This design comes from an exercise in tuning for small area, a short achievable clock period and few clock cycles on the open sky130 flow, not from production work.
Where RTL was checked, it was by simulation tests only, not by an equivalence proof against the original.
Power figures rest on the tool's default switching activity, not on a simulated workload.

==> inputs of 08-10 <==
## life_top
module life_top (
    input  logic                   clk,
    input  logic                   reset_n,
    input  logic                   preset_load,
    input  logic [2:0]             preset_sel,
    input  logic                   toggle,
    input  logic [6-1:0] cell_x,
    input  logic [5-1:0] cell_y,
    input  logic                   step,
    input  logic                   rd_en,
    input  logic [5-1:0] rd_row,
    output logic                   busy,
    output logic                   rd_valid,
    output logic [40-1:0]  rd_data
);
    life_engine u_life_engine (
        .clk         (clk),
        .reset_n     (reset_n),
        .preset_load (preset_load),
        .preset_sel  (preset_sel),
        .toggle      (toggle),
        .cell_x      (cell_x),
        .cell_y      (cell_y),
        .step        (step),
        .rd_en       (rd_en),
        .rd_row      (rd_row),
        .busy        (busy),
        .rd_valid    (rd_valid),
        .rd_data     (rd_data)
    );
endmodule
Settings: LEC_CHECK=0, CAP_MARGIN=20, CORE_MARGIN=2, CORE_UTILIZATION=40, CTS_CLUSTER_DIAMETER=100, CTS_CLUSTER_SIZE=20, SETUP_SLACK_MARGIN=4.25, SLEW_MARGIN=20; clock period 7.0 ns.
run.sh (not shown) runs the stock make flow with config.mk's settings and CLKGATE_MAP_FILE= SYNTH_SCRIPT=/design/flow/synth_recipe.tcl, a recipe that flattens the netlist after the stock synthesis.
==> 02-24: changes against 08-10 <==
--- a/flow/design.v
+++ b/flow/design.v
@@ -92,11 +92,10 @@
     localparam int K = 6;       
     localparam int G = R / K;                
     logic         busy_q;
     logic         op_pre, op_tgl, op_stp, op_rd;    
     logic         run_pre, run_stp;   
-    logic [K-1:0] run_pre_r, run_stp_r;    
     logic [G-1:0] ptr;                
     logic [2:0]   sel_q;
     logic [4:0]   xh_q;               
     logic [7:0]   xl_q;               
     logic [G-1:0] y_grp;              
@@ -146,12 +145,10 @@
     assign pre_nx     = op_pre && !turn_end;
     assign stp_nx     = op_stp && !turn_end;
     assign tgl_nx     = op_tgl && !tgl_here;
     assign run_pre_nx = pre_nx && (run_pre || ptr_nx[0]);
     assign run_stp_nx = stp_nx && (run_stp || ptr_nx[0]);
-    assign run_pre    = run_pre_r[0];
-    assign run_stp    = run_stp_r[0];
     always_ff @(posedge clk or negedge reset_n) begin
         if (!reset_n) begin
             busy_q   <= 1'b0;
             op_pre   <= 1'b0;
             op_tgl   <= 1'b0;
@@ -177,24 +174,17 @@
                           (tgl_nx && !tgl_next);
             end
         end
     end
     always_ff @(posedge clk) begin
-        for (int j = 0; j < K; j++) begin
-            if (accept) begin
-                run_pre_r[j] <= preset_load && ptr_nx[0];
-                run_stp_r[j] <= !preset_load && !toggle && step && ptr_nx[0];
-            end else begin
-                run_pre_r[j] <= pre_nx && (run_pre_r[j] || ptr_nx[0]);
-                run_stp_r[j] <= stp_nx && (run_stp_r[j] || ptr_nx[0]);
-            end
-        end
-    end
-    always_ff @(posedge clk) begin
         if (accept) begin
+            run_pre <= preset_load && ptr_nx[0];
+            run_stp <= !preset_load && !toggle && step && ptr_nx[0];
             row_hit <= (!preset_load && toggle && |(ptr_nx & y_grp_d)) ? y_off_d : '0;
         end else begin
+            run_pre <= run_pre_nx;
+            run_stp <= run_stp_nx;
             row_hit <= (tgl_nx && tgl_next) ? y_off : '0;
         end
     end
     logic [R*C-1:0] grid;
     logic [C-1:0]   prev;      
@@ -240,12 +230,12 @@
             pat = '0;
             for (int g = 0; g < G; g++)
                 pat = pat | (pat_g[g] & {C{ptr[g]}});
         end
         assign pass = head[j] ^ (row_hit[j] ? col_hit : '0);
-        assign keep = run_pre_r[j] ? pat : pass;
-        assign eng_out[j*C +: C] = run_stp_r[j] ? nxt : keep;
+        assign keep = run_pre ? pat : pass;
+        assign eng_out[j*C +: C] = run_stp ? nxt : keep;
     end
     always_ff @(posedge clk) begin
         grid[(G-1)*K*C +: K*C] <= eng_out;
         for (int p = 0; p < G - 1; p++)
             grid[p*K*C +: K*C] <= grid[(p+1)*K*C +: K*C];
- CORE_UTILIZATION: 40 -> 55
==> implementation parameters <==
Parameter                              Value

Status
  Outcome ... timing/DRC/antenna clean

Floorplanning
  Tapcells ... 2175

Power
  Sw frac ... 0.224

Global route
  Pin count of the biggest net entering global routing ... 55
The numbers above come from 08-10.

==> implementation parameters <==
Parameter                              Value

Global route
  Pin count of the biggest net entering global routing ... 106
  Global-route wire length before repair ... 353000 µm
  M1 GR Usage ... 0.532

Power
  Sw frac ... 0.239

Synthesis
  Adder and majority cell fraction of the synthesized area ... 0.135

Status
  Outcome ... timing/DRC/antenna clean

Floorplanning
  Tapcells ... 1524

Detailed routing
  Sum of met2 wire segment lengths after detailed routing ... 106000 µm
The numbers above come from 02-24.

Testbench counts of 02-24, summed over its fixed seeds: cycles 4,592.
No functional check of the RTL was part of 08-10.

[afterwards: timing with drivers on the ports]
No port has a modelled driver above. Below, the same layouts with a new extraction and two added sets of constraints. Step 1 sets driving cells, clkbuf_16 on the clock port and buf_2 on the other inputs (assumed; they add their load-dependent delay and slew). Step 2 also shifts input and output timing later by t, the mid clock arrival at the registers, as if the neighbouring blocks saw the same clock. Slacks: ideal / step 1 / step 2; pairs: ideal / step 1.
run | t (ns) | slack for setup (ns) | hold WS [ns] | worst setup path after step 2 | worst data-port slew with drivers (ns)
08-10 | 0.799 | 4.227 / 4.188 / 3.628 | 0.336 / 0.336 / 0.336 | input to register | 0.04
02-24 | 0.788 | 4.214 / 4.195 / 3.705 | 0.340 / 0.340 / 0.340 | input to register | 0.04
After both steps every run listed still meets setup and hold. For 08-10, which loses most, drivers alone change the setup slack by -0.039 ns; drivers and shift together by -0.599 ns.
